This is an optimization exercise on Yosys and OpenROAD, whose aim is a short achievable clock period and few clock cycles per item, not a production implementation.
Only simulation tests tie the RTL to the original design; equivalence was not proved.
No activity file was given, so power comes from the tool's default toggle rates.

`flow/design.v`:
```
`timescale 1ns / 1ps
package kst_pkg;
    localparam int MAX_PLAYERS = 16;
    localparam int IDX_W       = $clog2(MAX_PLAYERS);
    localparam int CNT_W       = $clog2(MAX_PLAYERS + 1);
    localparam int SUM_W       = 32 + IDX_W;
    localparam int RB_N        = 32;
    localparam int RB_W        = $clog2(RB_N);
    localparam logic [2:0] OP_CLEAR  = 3'd0;
    localparam logic [2:0] OP_ADD    = 3'd1;
    localparam logic [2:0] OP_UPDATE = 3'd2;
    localparam logic [2:0] OP_MAX    = 3'd3;
    localparam logic [2:0] OP_REMOVE = 3'd4;
    localparam logic [2:0] OP_SORT   = 3'd5;
    localparam logic [2:0] OP_AVG    = 3'd6;
    localparam logic [2:0] OP_NONE   = 3'd7;
    localparam logic [1:0] ST_OK       = 2'd0;
    localparam logic [1:0] ST_EMPTY    = 2'd1;
    localparam logic [1:0] ST_NOTFOUND = 2'd2;
    localparam logic [1:0] ST_FULL     = 2'd3;
endpackage
`timescale 1ns / 1ps
import kst_pkg::*;
module kst_divider #(
    parameter int TAG_W = 5,
    parameter int NDU   = 4,
    parameter int DPC   = 2
) (
    input  logic              clk,
    input  logic              rst_n,
    output logic              avail,
    input  logic              start,
    input  logic [TAG_W-1:0]  start_tag,
    input  logic [CNT_W-1:0]  start_n,
    input  logic [SUM_W-1:0]  load_sum,
    output logic              out_v,
    output logic [31:0]       out_q,
    output logic [TAG_W-1:0]  out_tag
);
    localparam int NIT = 16 / DPC;
    localparam int KW  = $clog2(NIT) > 0 ? $clog2(NIT) : 1;
    localparam int RW  = CNT_W - 1;                 
    logic [NDU-1:0]       busy, ld, run, done, sel;
    logic [NDU*KW-1:0]    k;
    logic [NDU*32-1:0]    x;           
    logic [NDU*RW-1:0]    r;
    logic [NDU*CNT_W-1:0] n;
    logic [NDU*7-1:0]     n3;          
    logic [NDU-1:0]       neg;
    logic [NDU*TAG_W-1:0] tag;
    logic [SUM_W-1:0]     mag;
    logic [NDU*32-1:0]    x_nx;
    logic [NDU*RW-1:0]    r_nx;
    assign avail = !(&busy);
    assign mag   = load_sum[SUM_W-1] ? -load_sum : load_sum;
    always_comb
    begin
        sel = '0;
        for (int u = NDU - 1; u >= 0; u--)
            if (!busy[u])
                sel = NDU'(1) << u;
    end
    always_comb
    begin : p_step
        logic [31:0]   xx;
        logic [RW-1:0] rr;
        logic [6:0]    t, n1, n2, n3x, e1, e2, e3;
        for (int u = 0; u < NDU; u++)
        begin
            xx = x[u*32 +: 32];
            rr = r[u*RW +: RW];
            n1 = 7'(n[u*CNT_W +: CNT_W]);
            n2 = n1 << 1;
            n3x = n3[u*7 +: 7];
            for (int b = 0; b < DPC; b++)
            begin
                t  = {1'b0, rr, xx[31:30]};
                xx = {xx[29:0], 2'b00};
                e1 = t - n1;
                e2 = t - n2;
                e3 = t - n3x;
                if (!e3[6])
                begin
                    rr = RW'(e3);
                    xx[1:0] = 2'd3;
                end
                else if (!e2[6])
                begin
                    rr = RW'(e2);
                    xx[1:0] = 2'd2;
                end
                else if (!e1[6])
                begin
                    rr = RW'(e1);
                    xx[1:0] = 2'd1;
                end
                else
                    rr = RW'(t);
            end
            x_nx[u*32 +: 32] = xx;
            r_nx[u*RW +: RW] = rr;
        end
    end
    always_ff @(posedge clk or negedge rst_n)
    begin
        if (!rst_n)
        begin
            busy <= '0;
            ld   <= '0;
            run  <= '0;
            done <= '0;
        end
        else
        begin
            for (int u = 0; u < NDU; u++)
            begin
                if (start && sel[u])
                begin
                    busy[u] <= 1'b1;
                    ld[u]   <= 1'b1;
                end
                else if (ld[u])
                begin
                    ld[u]  <= 1'b0;
                    run[u] <= 1'b1;
                end
                else if (run[u])
                begin
                    if (k[u*KW +: KW] == KW'(NIT - 1))
                    begin
                        run[u]  <= 1'b0;
                        done[u] <= 1'b1;
                    end
                end
                else if (done[u])
                begin
                    done[u] <= 1'b0;
                    busy[u] <= 1'b0;
                end
            end
        end
    end
    always_ff @(posedge clk)
    begin
        for (int u = 0; u < NDU; u++)
        begin
            if (start && sel[u])
            begin
                tag[u*TAG_W +: TAG_W] <= start_tag;
                n[u*CNT_W +: CNT_W]   <= start_n;
                n3[u*7 +: 7]          <= 7'(start_n) + (7'(start_n) << 1);
            end
            if (ld[u])
            begin
                x[u*32 +: 32]   <= mag[31:0];
                r[u*RW +: RW]   <= mag[SUM_W-1:32];
                neg[u]          <= load_sum[SUM_W-1];
                k[u*KW +: KW]   <= '0;
            end
            else if (run[u])
            begin
                x[u*32 +: 32]   <= x_nx[u*32 +: 32];
                r[u*RW +: RW]   <= r_nx[u*RW +: RW];
                k[u*KW +: KW]   <= k[u*KW +: KW] + 1'b1;
            end
        end
    end
    always_comb
    begin
        out_v   = |done;
        out_q   = '0;
        out_tag = '0;
        for (int u = 0; u < NDU; u++)
            if (done[u])
            begin
                out_q   = out_q | (neg[u] ? -x[u*32 +: 32] : x[u*32 +: 32]);
                out_tag = out_tag | tag[u*TAG_W +: TAG_W];
            end
    end
endmodule
`timescale 1ns / 1ps
import kst_pkg::*;
module keyed_score_table_core
(
    input  logic        clk,
    input  logic        rst_n,
    input  logic        in_valid,
    output logic        in_ready,
    input  logic [2:0]  in_op,
    input  logic [31:0] in_id,
    input  logic [31:0] in_sc,
    output logic        out_valid,
    input  logic        out_ready,
    output logic [1:0]  out_status,
    output logic [31:0] out_id,
    output logic [31:0] out_score,
    output logic        out_last
);
    localparam int N   = MAX_PLAYERS;
    localparam int D   = RB_N;
    localparam int PW  = RB_W + 1;
    localparam int RW  = 67;                  
    localparam int NP  = N * (N - 1) / 2;     
    logic        s_v, a_v;
    logic        sp1, sp2, sp3;     
    logic [2:0]  s_op, a_op;
    logic [31:0] s_id, a_id, s_sc, a_sc;
    logic        a_fire;
    logic        a_take;
    logic [31:0] a_id_nx;
    assign a_take   = (!a_v && !sp3) || a_fire;
    assign in_ready = !s_v;
    assign a_id_nx  = !a_take ? a_id : s_v ? s_id : in_id;
    always_ff @(posedge clk or negedge rst_n)
    begin
        if (!rst_n)
        begin
            s_v <= 1'b0;
            a_v <= 1'b0;
        end
        else if (a_take)
        begin
            a_v <= s_v || in_valid;
            s_v <= 1'b0;
        end
        else if (in_valid)
            s_v <= 1'b1;
    end
    always_ff @(posedge clk)
    begin
        if (!s_v)
        begin
            s_op <= in_op;
            s_id <= in_id;
            s_sc <= in_sc;
        end
        if (a_take)
        begin
            a_op <= s_v ? s_op : in_op;
            a_sc <= s_v ? s_sc : in_sc;
        end
        a_id <= a_id_nx;
    end
    logic [N*32-1:0]  tid, tsc;
    logic [N-1:0]     tv;           
    logic [CNT_W-1:0] cnt;
    logic             busy;
    logic             space_ok;       
    logic             space_sort_ok;  
    logic             div_avail;
    logic [PW-1:0]    wptr, rptr;
    logic             empty, full;
    logic [N-1:0]     m, ge, first;
    logic             found;
    logic [N-1:0]     eq_r;         
    logic             eqa_r;        
    logic             sh_up, sh_dn;   
    logic [N-1:0]     ge_r;         
    logic [N-1:0]     meq;
    assign busy   = sp1 || sp2 || sp3;
    assign a_fire = a_v && !busy
                    && (a_op == OP_SORT ? space_sort_ok : space_ok)
                    && (a_op != OP_AVG || div_avail);
    assign empty  = !tv[0];
    assign full   = tv[N-1];
    always_comb
    begin
        for (int i = 0; i < N; i++)
        begin
            if (sh_up)
                meq[i] = (i == 0) ? eqa_r : eq_r[(i == 0 ? 0 : i-1)];
            else if (sh_dn && ge_r[i])
                meq[i] = (i == N - 1) ? 1'b0 : eq_r[(i == N-1 ? i : i+1)];
            else
                meq[i] = eq_r[i];
        end
        m = tv & meq;
        for (int i = 0; i < N; i++)
        begin
            ge[i]    = |(m & N'((32'd2 << i) - 1));
            first[i] = m[i] && !(|(m & N'((32'd1 << i) - 1)));
        end
        found = |m;
    end
    logic f_clr, f_add, f_upd, f_rem, f_max, f_avg, f_sort, f_simple;
    logic go_upd, go_rem;
    logic [1:0] f_status;
    always_comb
    begin
        f_clr  = a_fire && a_op == OP_CLEAR;
        f_add  = a_fire && a_op == OP_ADD && !full;
        go_upd = a_fire && a_op == OP_UPDATE;
        go_rem = a_fire && a_op == OP_REMOVE;
        f_upd  = go_upd && found;
        f_rem  = go_rem && found;
        f_max  = a_fire && a_op == OP_MAX && !empty;
        f_avg  = a_fire && a_op == OP_AVG && !empty;
        f_sort = a_fire && a_op == OP_SORT && !empty;
        f_simple = a_fire && a_op != OP_NONE && !f_max && !f_avg && !f_sort;
        f_status = ST_OK;
        if (a_op == OP_ADD && full)
            f_status = ST_FULL;
        else if (a_op != OP_CLEAR && a_op != OP_ADD && empty)
            f_status = ST_EMPTY;
        else if ((a_op == OP_UPDATE || a_op == OP_REMOVE) && !found)
            f_status = ST_NOTFOUND;
    end
    logic [N-1:0] peq;
    always_ff @(posedge clk)
    begin
        for (int i = 0; i < N; i++)
            eq_r[i] <= sp3 ? peq[i] : tid[i*32 +: 32] == a_id_nx;
        eqa_r <= a_id == a_id_nx;
        sh_up <= f_add;
        sh_dn <= f_rem;
        ge_r  <= ge;
    end
    logic [NP-1:0]   lt_q;          
    logic [NP-1:0]   eq_q;          
    logic [N*8-1:0]  half_q;        
    logic [N*4-1:0]  rank_q;
    logic [N*32-1:0] pid, psc;
    function automatic int pair(int i, int j);
        pair = i * N - i * (i + 1) / 2 + (j - i - 1);
    endfunction
    always_ff @(posedge clk)
    begin
        for (int i = 0; i < N; i++)
            for (int j = i + 1; j < N; j++)
            begin
                lt_q[pair(i, j)] <= $signed(tsc[j*32 +: 32]) < $signed(tsc[i*32 +: 32]);
                eq_q[pair(i, j)] <= tsc[j*32 +: 32] == tsc[i*32 +: 32];
            end
    end
    function automatic logic [3:0] popcount8(logic [7:0] b);
        logic [1:0] c2 [4];
        logic [2:0] c4 [2];
        for (int k = 0; k < 4; k++)
            c2[k] = {1'b0, b[2*k]} + {1'b0, b[2*k+1]};
        for (int k = 0; k < 2; k++)
            c4[k] = {1'b0, c2[2*k]} + {1'b0, c2[2*k+1]};
        popcount8 = {1'b0, c4[0]} + {1'b0, c4[1]};
    endfunction
    always_ff @(posedge clk)
    begin : p_rank
        logic [15:0] b;
        for (int i = 0; i < N; i++)
        begin
            b = '0;
            for (int j = 0; j < N; j++)
            begin
                if (j < i)
                    b[j] = !lt_q[pair(j, i)];
                else if (j > i)
                    b[j] = tv[j] && lt_q[pair(i, j)];
            end
            half_q[i*8 +: 8] <= {popcount8(b[15:8]), popcount8(b[7:0])};
            rank_q[i*4 +: 4] <= half_q[i*8 +: 4] + half_q[i*8+4 +: 4];
        end
    end
    always_comb
    begin
        pid = '0;
        psc = '0;
        peq = '0;
        for (int p = 0; p < N; p++)
            for (int i = 0; i < N; i++)
                if (tv[i] && rank_q[i*4 +: 4] == 4'(p))
                begin
                    pid[p*32 +: 32] = pid[p*32 +: 32] | tid[i*32 +: 32];
                    psc[p*32 +: 32] = psc[p*32 +: 32] | tsc[i*32 +: 32];
                    peq[p]          = peq[p] | eq_r[i];
                end
    end
    logic [N-1:0] win;
    logic [31:0]  mx_id, mx_sc;
    always_comb
    begin
        for (int i = 0; i < N; i++)
        begin
            win[i] = tv[i];
            for (int j = 0; j < N; j++)
            begin
                if (j < i && (lt_q[pair(j, i)] || eq_q[pair(j, i)]))
                    win[i] = 1'b0;
                else if (j > i && tv[j] && !lt_q[pair(i, j)] && !eq_q[pair(i, j)])
                    win[i] = 1'b0;
            end
        end
        mx_id = '0;
        mx_sc = '0;
        for (int i = 0; i < N; i++)
            if (win[i])
            begin
                mx_id = mx_id | tid[i*32 +: 32];
                mx_sc = mx_sc | tsc[i*32 +: 32];
            end
    end
    logic [31:0]      old_sc;
    logic             d_clr;
    logic [31:0]      d_add, d_sub;
    logic [SUM_W-1:0] sum_q;
    always_comb
    begin
        old_sc = '0;
        for (int i = 0; i < N; i++)
            if (first[i])
                old_sc = old_sc | tsc[i*32 +: 32];
    end
    always_ff @(posedge clk or negedge rst_n)
    begin
        if (!rst_n)
        begin
            d_clr <= 1'b0;
            d_add <= '0;
            d_sub <= '0;
            sum_q <= '0;
        end
        else
        begin
            d_clr <= f_clr;
            d_add <= (f_add || f_upd) ? a_sc : 32'd0;
            d_sub <= (go_upd || go_rem) ? old_sc : 32'd0;
            sum_q <= (d_clr ? SUM_W'(0) : sum_q) + SUM_W'($signed(d_add)) - SUM_W'($signed(d_sub));
        end
    end
    always_ff @(posedge clk)
    begin
        for (int i = 0; i < N; i++)
        begin
            if (sp3)
            begin
                tid[i*32 +: 32] <= pid[i*32 +: 32];
                tsc[i*32 +: 32] <= psc[i*32 +: 32];
            end
            else if (f_add)
            begin
                tid[i*32 +: 32] <= (i == 0) ? a_id : tid[(i == 0 ? 0 : i-1)*32 +: 32];
                tsc[i*32 +: 32] <= (i == 0) ? a_sc : tsc[(i == 0 ? 0 : i-1)*32 +: 32];
            end
            else if (go_rem && ge[i] && i < N - 1)
            begin
                tid[i*32 +: 32] <= tid[(i < N-1 ? i+1 : i)*32 +: 32];
                tsc[i*32 +: 32] <= tsc[(i < N-1 ? i+1 : i)*32 +: 32];
            end
            else if (go_upd && first[i])
                tsc[i*32 +: 32] <= a_sc;
        end
    end
    always_ff @(posedge clk or negedge rst_n)
    begin
        if (!rst_n)
        begin
            tv  <= '0;
            cnt <= '0;
            sp1 <= 1'b0;
            sp2 <= 1'b0;
            sp3 <= 1'b0;
        end
        else
        begin
            sp1 <= f_sort;
            sp2 <= sp1;
            sp3 <= sp2;
            if (f_clr)
            begin
                tv  <= '0;
                cnt <= '0;
            end
            else if (f_add)
            begin
                tv  <= {tv[N-2:0], 1'b1};
                cnt <= cnt + 1'b1;
            end
            else if (f_rem)
            begin
                tv  <= {1'b0, tv[N-1:1]};
                cnt <= cnt - 1'b1;
            end
        end
    end
    logic               x_v;
    logic [RB_W-1:0]    x_t;
    logic               dv_v;
    logic [31:0]        dv_q;
    logic [RB_W-1:0]    dv_t;
    always_ff @(posedge clk or negedge rst_n)
    begin
        if (!rst_n)
            x_v <= 1'b0;
        else
            x_v <= f_max;
    end
    always_ff @(posedge clk)
        x_t <= wptr[RB_W-1:0];
    kst_divider #(.TAG_W(RB_W), .NDU(4), .DPC(2)) u_div (
        .clk(clk), .rst_n(rst_n),
        .avail(div_avail),
        .start(f_avg), .start_tag(wptr[RB_W-1:0]), .start_n(cnt),
        .load_sum(sum_q),
        .out_v(dv_v), .out_q(dv_q), .out_tag(dv_t)
    );
    logic [D*RW-1:0]  slot;
    logic [D-1:0]     rdy;
    logic [D-1:0]     hsel;         
    logic [RB_W-1:0]  sw_t;
    logic [CNT_W-1:0] sw_n;
    logic             ov;
    logic [RW-1:0]    od;
    logic             rd_fire;
    logic             head_rdy;
    logic [RW-1:0]    head_d;
    logic [PW-1:0]    wptr_nx;
    always_comb
    begin
        head_rdy = |(hsel & rdy);
        head_d   = '0;
        for (int j = 0; j < D; j++)
            if (hsel[j])
                head_d = head_d | slot[j*RW +: RW];
    end
    assign rd_fire = (!ov || out_ready) && head_rdy;
    always_comb
    begin
        wptr_nx = wptr;
        if (f_sort)
            wptr_nx = wptr + PW'(cnt);
        else if (a_fire && a_op != OP_NONE)
            wptr_nx = wptr + 1'b1;
    end
    always_ff @(posedge clk or negedge rst_n)
    begin
        if (!rst_n)
        begin
            wptr          <= '0;
            rptr          <= '0;
            hsel          <= D'(1);
            space_ok      <= 1'b1;
            space_sort_ok <= 1'b1;
            ov            <= 1'b0;
        end
        else
        begin
            wptr <= wptr_nx;
            if (rd_fire)
            begin
                rptr <= rptr + 1'b1;
                hsel <= {hsel[D-2:0], hsel[D-1]};
            end
            space_ok      <= PW'(wptr_nx - rptr) < PW'(D);
            space_sort_ok <= {1'b0, PW'(wptr_nx - rptr)} + (PW+1)'(cnt) < (PW+1)'(D);
            if (!ov || out_ready)
                ov <= head_rdy;
        end
    end
    always_ff @(posedge clk)
    begin
        if (f_sort)
        begin
            sw_t <= wptr[RB_W-1:0];
            sw_n <= cnt;
        end
        if (rd_fire)
            od <= head_d;
    end
    logic [D-1:0]    sw_hit, sw_last;
    logic [N*32-1:0] rid, rsc;
    always_ff @(posedge clk)
    begin : p_swk
        logic [RB_W-1:0] k;
        for (int j = 0; j < D; j++)
        begin
            k = RB_W'(j) - sw_t;
            sw_hit[j]  <= sp3 && {1'b0, k} < {1'b0, sw_n};
            sw_last[j] <= {1'b0, k} == {1'b0, sw_n} - 1'b1;
        end
    end
    always_comb
    begin
        for (int j = 0; j < N; j++)
        begin
            rid[j*32 +: 32] = tid[IDX_W'(IDX_W'(j) - sw_t[IDX_W-1:0])*32 +: 32];
            rsc[j*32 +: 32] = tsc[IDX_W'(IDX_W'(j) - sw_t[IDX_W-1:0])*32 +: 32];
        end
    end
    always_ff @(posedge clk or negedge rst_n)
    begin
        if (!rst_n)
            rdy <= '0;
        else
        begin
            for (int j = 0; j < D; j++)
            begin
                if (sw_hit[j]
                    || (f_simple && wptr[RB_W-1:0] == RB_W'(j))
                    || (x_v && x_t == RB_W'(j))
                    || (dv_v && dv_t == RB_W'(j)))
                    rdy[j] <= 1'b1;
                else if (rd_fire && hsel[j])
                    rdy[j] <= 1'b0;
            end
        end
    end
    always_ff @(posedge clk)
    begin
        for (int j = 0; j < D; j++)
        begin
            if (sw_hit[j])
                slot[j*RW +: RW] <= {ST_OK, rid[(j % N)*32 +: 32], rsc[(j % N)*32 +: 32], sw_last[j]};
            else if (f_simple && wptr[RB_W-1:0] == RB_W'(j))
                slot[j*RW +: RW] <= {f_status, 32'd0, 32'd0, 1'b1};
            else if (x_v && x_t == RB_W'(j))
                slot[j*RW +: RW] <= {ST_OK, mx_id, mx_sc, 1'b1};
            else if (dv_v && dv_t == RB_W'(j))
                slot[j*RW +: RW] <= {ST_OK, 32'd0, dv_q, 1'b1};
        end
    end
    assign out_valid  = ov;
    assign out_status = od[66:65];
    assign out_id     = od[64:33];
    assign out_score  = od[32:1];
    assign out_last   = od[0];
endmodule
`timescale 1ns / 1ps
module keyed_score_table (
    input  logic        clk,
    input  logic        rst_n,
    input  logic        in_valid,
    output logic        in_ready,
    input  logic [2:0]  in_op,
    input  logic [31:0] in_player_id,
    input  logic [31:0] in_score,
    output logic        out_valid,
    input  logic        out_ready,
    output logic [1:0]  out_status,
    output logic [31:0] out_id,
    output logic [31:0] out_score,
    output logic        out_last
);
    keyed_score_table_core u_core (
        .clk(clk), .rst_n(rst_n),
        .in_valid(in_valid), .in_ready(in_ready),
        .in_op(in_op), .in_id(in_player_id), .in_sc(in_score),
        .out_valid(out_valid), .out_ready(out_ready),
        .out_status(out_status), .out_id(out_id), .out_score(out_score),
        .out_last(out_last)
    );
endmodule
```
`flow/flow/run.sh`:
```
#!/bin/bash
set -euo pipefail
MARGIN=6.5
TNS=20
sed -E "s#\"\\\$\\{@:-finish\\}\"#SETUP_SLACK_MARGIN=${MARGIN} TNS_END_PERCENT=${TNS} \"\${@:-finish}\"#" standard.sh > standard_tight.sh
grep -q "SETUP_SLACK_MARGIN=${MARGIN} " standard_tight.sh
bash standard_tight.sh > flow_make.log 2>&1
```
`flow/standard.sh`:
```
#!/bin/bash
# synth_recipe.tcl (not shown) runs the flow's synth.tcl, then flattens the netlist and writes it again
# the make line also repeats each setting of config.mk as NAME=value (left out here)
make -C /OpenROAD-flow-scripts/flow DESIGN_CONFIG=/design/flow/config.mk WORK_HOME=/design/flow/orfs CLKGATE_MAP_FILE= SYNTH_SCRIPT=/design/flow/synth_recipe.tcl "${@:-finish}"
```
`flow/config.mk`:
```
export PLATFORM = sky130hd
export DESIGN_NAME = keyed_score_table
export DESIGN_NICKNAME = keyed_score_table
export VERILOG_FILES = /design/flow/design.v
export SDC_FILE = /design/flow/constraint.sdc
export NUM_CORES = 4
export LEC_CHECK = 0
export ABC_CLOCK_PERIOD_IN_PS = 3000
export CAP_MARGIN = 20
export CORE_MARGIN = 2
export CORE_UTILIZATION = 35
export SETUP_SLACK_MARGIN = 5
export SLEW_MARGIN = 20
```
`flow/constraint.sdc`:
```
create_clock -name core_clock -period 10.0 [get_ports {clk}]
set_input_delay 2.0000 -clock core_clock [delete_from_list [all_inputs] [get_ports {clk}]]
set_output_delay 2.0000 -clock core_clock [all_outputs]
set_load 0.01 [all_outputs]
```
==> results.yml <==
synth:
  yosysSeqAreaShare_pct: 27.1
  synth_cells: 50200
  synth.top_cells.by_area: "edfxtp_1, ha_1, a22oi_1"
  ys.flop_type: "edfxtp_1"
  synth_warnings: 70
  netlist.area_leader.share_pct: 22.8
  netlist_area_um2: 452000
  synthTopCellsByCount: "a22oi_1, clkbuf_1, ha_1, nand2_1, edfxtp_1"
  syn_nets: 54700
  synthArstFlopShare_pct: 5.13
  yosys.area.top_type: "edfxtp_1"
  synth_edf_count: 3428
  synth-seq-cells: 4346
  syn_avg_cell_area_um2: 9.01
  ys_types: 105
  yosysMostFrequentCell: "a22oi_1"
outcome:
  error: "[ERROR GRT-0116] Global routing finished with congestion. Check the congestion regions in the DRC Viewer."
  status: "stopped before the end"
  stop_stage: "5_1_grt"
global_routing:
  grt_max_degree: 127
  grt_use_total_pct: 76.8
  grt_pass1_vias: 570000
  grt_pass1_wl_mm: 6620
  overflow: 35
placement:
  routabilityCongestion: 1.28
  io_buffers: 139
  post_dp_cell_area_um2: 487000
  hpwlAfterDp_mm: 3340
clock_network:
  cts.sinks: 4346
  clockRootBuffer: "clkbuf_16"
  numCtsBuffers: 594
  max-clock-path-buffers: 5
  htreeDepth: 6
floorplanning:
  die_x_mm: 1.14
  start_util_pct: 35.1
  num_rows: 417
  io_pins: 140
  fp.dieH_mm: 1.14
==> power by group through the flow <==
stage               combinational (mW)  clock, mW  sequential [mW]
CTS                              0.204       22.9             19.3
detailed placement               0.198          0             19.7
global placement                 0.199          0             19.7
floorplan                       0.0743          0             19.7
==> worst min-delay path by stage <==
| stage | to | cells after the start |
|---|---|---|
| 2_1_floorplan | u_core.sp2 | 0 |
| 3_5_place_dp | u_core.sp3 | 0 |
| 4_1_cts | u_core.sp3 | 0 |
| 3_3_place_gp | u_core.sp3 | 0 |
==> metrics by stage <==
| stage | util, % | worst slack [ns] | cells |
|---|---|---|---|
| after CTS | 40.6 | 5.78 | 66700 |
| after detailed placement | 37.8 | 3.53 | 64900 |
| after global placement | 37.8 | 3.53 | 64900 |
| after floorplan | - | 6.08 | 50200 |
==> per-layer routing <==
| metal | overflow | global-route usage, % |
|---|---|---|
| met5 | 0 | 56.4 |
| met4 | 20 | 66.0 |
| met2 | 10 | 84.0 |
| met1 | 2 | 79.8 |
| met3 | 3 | 71.9 |
==> cells by family after synthesis <==
| group | after synthesis | synth area share [%] |
|---|---|---|
| AO/OA/AOI/OAI | 17900 | 29.4 |
| XOR/XNOR | 886 | 1.72 |
| adder cells (fa/ha/maj) | 4418 | 12.6 |
| buffers and inverters | 7643 | 6.40 |
| flip-flops | 4346 | 27.1 |
| multiplexers | 2652 | 9.65 |
| AND/OR/NAND/NOR | 12400 | 13.2 |
==> what timing repair did <==
| item | in CTS |
|---|---|
| cloned | 161 |
| hold endpoints to repair | 0 |
| setup endpoints to repair | 6979 |
| hold buffers | 0 |
| pin swaps | 237 |
| setup buffers | 608 |
| gates resized for setup | 1653 |
Testbench counts, summed over its fixed seeds: cycles 5,167, items 3,200.
